Context: an optimization exercise on an open-source flow, tuned for small area and a short achievable clock period. The choices shown serve that exercise and are no tape-out recipe.
The RTL was checked by simulation tests, not by an equivalence proof against the original design.
The clock port is modelled as an ideal driver; clocking choices that lean on that would not hold on a real chip.
Power figures rest on the tool's default switching activity, not on a simulated workload.

Setup of run A:
// xor128_prng_bank
module xor128_prng_bank
#(
  parameter int unsigned SIZE   = 8,
  parameter int unsigned WARMUP = 16,
  parameter logic [31:0] SEED0  = xor128_prng_bank_pkg::DEF_SEED0,
  parameter logic [31:0] SEED1  = xor128_prng_bank_pkg::DEF_SEED1,
  parameter logic [31:0] SEED2  = xor128_prng_bank_pkg::DEF_SEED2,
  parameter logic [31:0] SEED3  = xor128_prng_bank_pkg::DEF_SEED3
) (
  input  logic                 iClk,
  input  logic                 iRst_n,
  input  logic                 iSeedValid,
  input  logic [127:0]         iSeed,
  output logic [SIZE*32-1:0]   oRand,
  output logic                 oValid,
  input  logic                 iReady,
  output logic                 oBusy
);
For scale: ~2800 cells after synthesis, roughly 1100 flip-flops, ~390 I/O pins.
==> flow/config.mk <==
export PLATFORM = sky130hd
export DESIGN_NAME = xor128_prng_bank
export DESIGN_NICKNAME = xor128_prng_bank
export VERILOG_FILES = /design/flow/design.v
export SDC_FILE = /design/flow/constraint.sdc
export NUM_CORES = 4
export LEC_CHECK = 0
export CAP_MARGIN = 20
export CORE_MARGIN = 2
export CORE_UTILIZATION = 60
export CTS_CLUSTER_DIAMETER = 100
export CTS_CLUSTER_SIZE = 25
export SLEW_MARGIN = 20
==> flow/constraint.sdc <==
create_clock -name core_clock -period 3.0 [get_ports {iClk}]
set_input_delay 0.6000 -clock core_clock [delete_from_list [all_inputs] [get_ports {iClk}]]
set_output_delay 0.6000 -clock core_clock [all_outputs]
set_load 0.01 [all_outputs]
standard.sh (not shown) runs the stock make flow with config.mk's settings and CLKGATE_MAP_FILE= SYNTH_SCRIPT=/design/flow/synth_recipe.tcl, a recipe that flattens the netlist after the stock synthesis.
==> flow/flow/run.sh <==
#!/bin/bash
# Standard ORFS layout with these changes:
#  - plain buffers (instead of the resizer's default pick) on the ports;
#  - then it repairs setup timing towards a slack margin of FLOW_POST_CTS_MARGIN;
#  - the repair after global routing aims for FLOW_GRT_MARGIN (flow/pre_grt.tcl).
set -euo pipefail
export BUFFER_PORTS_ARGS="-buffer_cell sky130_fd_sc_hd__buf_2"
export POST_CTS_TCL="$(pwd)/flow/post_cts.tcl"
export PRE_GLOBAL_ROUTE_TCL="$(pwd)/flow/pre_grt.tcl"
export FLOW_POST_CTS_MARGIN=1.35
export FLOW_GRT_MARGIN=1.45
bash standard.sh > standard_flow.log 2>&1
==> flow/flow/post_cts.tcl <==
set block [ord::get_db_block]
set clk_net [[$block findBTerm iClk] getNet]
set port_loads [$clk_net getITerms]
if { [llength $port_loads] == 1 } {
  set root [[lindex $port_loads 0] getInst]
  set master [[$root getMaster] getName]
  set out_net [[$root findITerm X] getNet]
  set sinks {}
  foreach it [$out_net getITerms] {
    if { [$it isInputSignal] } { lappend sinks $it }
  }
  set all_bufs 1
  foreach it $sinks {
    if { ![string match "sky130_fd_sc_hd__clkbuf_*" [[[$it getInst] getMaster] getName]] } {
      set all_bufs 0
    }
  }
  puts "post_cts: root [$root getName] ($master) drives [llength $sinks] pins, all buffers: $all_bufs"
  if { [string match "sky130_fd_sc_hd__clkbuf_*" $master] && [llength $sinks] <= 4 && $all_bufs
       && [llength [$out_net getBTerms]] == 0 } {
    foreach it $sinks {
      $it disconnect
      $it connect $clk_net
    }
    odb::dbInst_destroy $root
    odb::dbNet_destroy $out_net
    puts "post_cts: removed root clock buffer"
    estimate_parasitics -placement
    report_clock_skew
  }
}

if { [info exists ::env(FLOW_POST_CTS_MARGIN)] } {
  report_worst_slack
  repair_timing -setup -setup_margin $::env(FLOW_POST_CTS_MARGIN) -repair_tns 100 -verbose
  detailed_placement
  check_placement -verbose
  estimate_parasitics -placement
  report_worst_slack
  report_design_area
}
==> flow/flow/pre_grt.tcl <==
# Runs before global routing (PRE_GLOBAL_ROUTE_TCL): the timing repair that
# follows global routing aims for the slack margin in FLOW_GRT_MARGIN (ns),
# now with global-route parasitics.
if { [info exists ::env(FLOW_GRT_MARGIN)] } {
  set ::env(SETUP_SLACK_MARGIN) $::env(FLOW_GRT_MARGIN)
}
Run A has completed all stages; timing, DRC and antenna checks passed.
diff inputs: run A => run B
diff --git a/flow/flow/run.sh b/flow/flow/run.sh
--- a/flow/flow/run.sh
+++ b/flow/flow/run.sh
@@ -9,4 +9,4 @@
 export PRE_GLOBAL_ROUTE_TCL="$(pwd)/flow/pre_grt.tcl"
-export FLOW_POST_CTS_MARGIN=1.35
-export FLOW_GRT_MARGIN=1.45
+export FLOW_POST_CTS_MARGIN=1.3
+export FLOW_GRT_MARGIN=1.38
 bash standard.sh > standard_flow.log 2>&1
==> results.txt <==
- Comparing wire length on met3 for run B and run A, the smaller number came from run B.
- Run B vs run A: final area down
- Summary: with run A as the reference, global-route wire length before repair in run B moved down slightly.
- Cmp run B vs run A: clock period minus worst slack lower in run B
- Run B and run A ended up with nearly the same number of sinks handled by clock tree synthesis.
- In run B the final routed wirelength across all metal layers turned out 5000 um lower than in run A.
- Relative to run A, final setup slack of the worst path has gone up in run B.
- The lower total leakage power came out of run B.
[inputs] run C vs run B
diff --git a/flow/flow/run.sh b/flow/flow/run.sh
--- a/flow/flow/run.sh
+++ b/flow/flow/run.sh
@@ -9,4 +9,4 @@
 export PRE_GLOBAL_ROUTE_TCL="$(pwd)/flow/pre_grt.tcl"
-export FLOW_POST_CTS_MARGIN=1.3
-export FLOW_GRT_MARGIN=1.38
+export FLOW_POST_CTS_MARGIN=1.35
+export FLOW_GRT_MARGIN=1.35
 bash standard.sh > standard_flow.log 2>&1
Notes after the runs:
- | share of the cycle needed by the critical path after routing | run C vs run B | ≈ equal |
- From run B to run C the numbers moved as follows: average via count per standard cell went up by about 1.2%; maximum operating frequency was more or less identical.
- Run C vs. run B: combinational fraction of design power down 1.5 points, non-clock buffer count moved down.
- Number of fill cells ended up 2.5% higher on run C than on run B.
--- input diff run C..run D ---
diff --git a/flow/flow/run.sh b/flow/flow/run.sh
--- a/flow/flow/run.sh
+++ b/flow/flow/run.sh
@@ -9,4 +9,4 @@
 export PRE_GLOBAL_ROUTE_TCL="$(pwd)/flow/pre_grt.tcl"
-export FLOW_POST_CTS_MARGIN=1.35
-export FLOW_GRT_MARGIN=1.35
+export FLOW_POST_CTS_MARGIN=1.42
+export FLOW_GRT_MARGIN=1.42
 bash standard.sh > standard_flow.log 2>&1
--- outcome ---
met2 wire length grows by a little under 10% when moving from run C to run D. Comparing run D and run C, the lower met3 track demand over resource in global routing was measured on run C. Looking at sequential standard cell area across run D and run C, the one that comes out higher is run D. Run D -> run C: setup slack flat. Overall fraction of global-route tracks in use is lower on run C. Run D closes out successfully: all stages finished, all timing, DRC and antenna checks passed. Compared with run C, run D shows first-pass GRT wire length higher by about 7%. Ratio of final minimum period to clock period across run D and run C: no real change. Count of cells along the worst register-to-register path (lower): run C. Run C -> run D: post-synthesis async set-or-reset flop share delta 0, exact match. In run D, power of the sequential group is lower than in run C.

separate check: timing with driven ports:
The results above use ideal ports. As a check the final layouts listed here were re-extracted and re-timed, cells and wires unchanged.
Step 1, drivers: a clkbuf_16 drives iClk and a buf_2 each remaining input, both assumed.
Step 2 adds t to the input delays and takes it off the output delays; t is the mean of the earliest and latest rising clock arrival at the registers after step 1. Input paths then give back, and output paths get back, about the clock's delay inside the block.
Three values: ideal ports, drivers, drivers and shift; two values: the first two.
run | shift t [ns] | setup WS [ns] | worst setup path after step 2 | slew at the worst register clock pin (ns)
run A | 0.569 | 1.302 / 1.175 / 0.962 | input to register | 0.11 / 0.11
run B | 0.569 | 1.315 / 1.186 / 0.886 | input to register | 0.11 / 0.11
run C | 0.569 | 1.316 / 1.188 / 0.877 | input to register | 0.11 / 0.11
run D | 0.570 | 1.318 / 1.190 / 0.933 | input to register | 0.11 / 0.11
After both steps every run listed still meets setup and hold. The setup slack of run C, which loses most, moves by -0.128 ns with the drivers and by -0.439 ns with both steps.
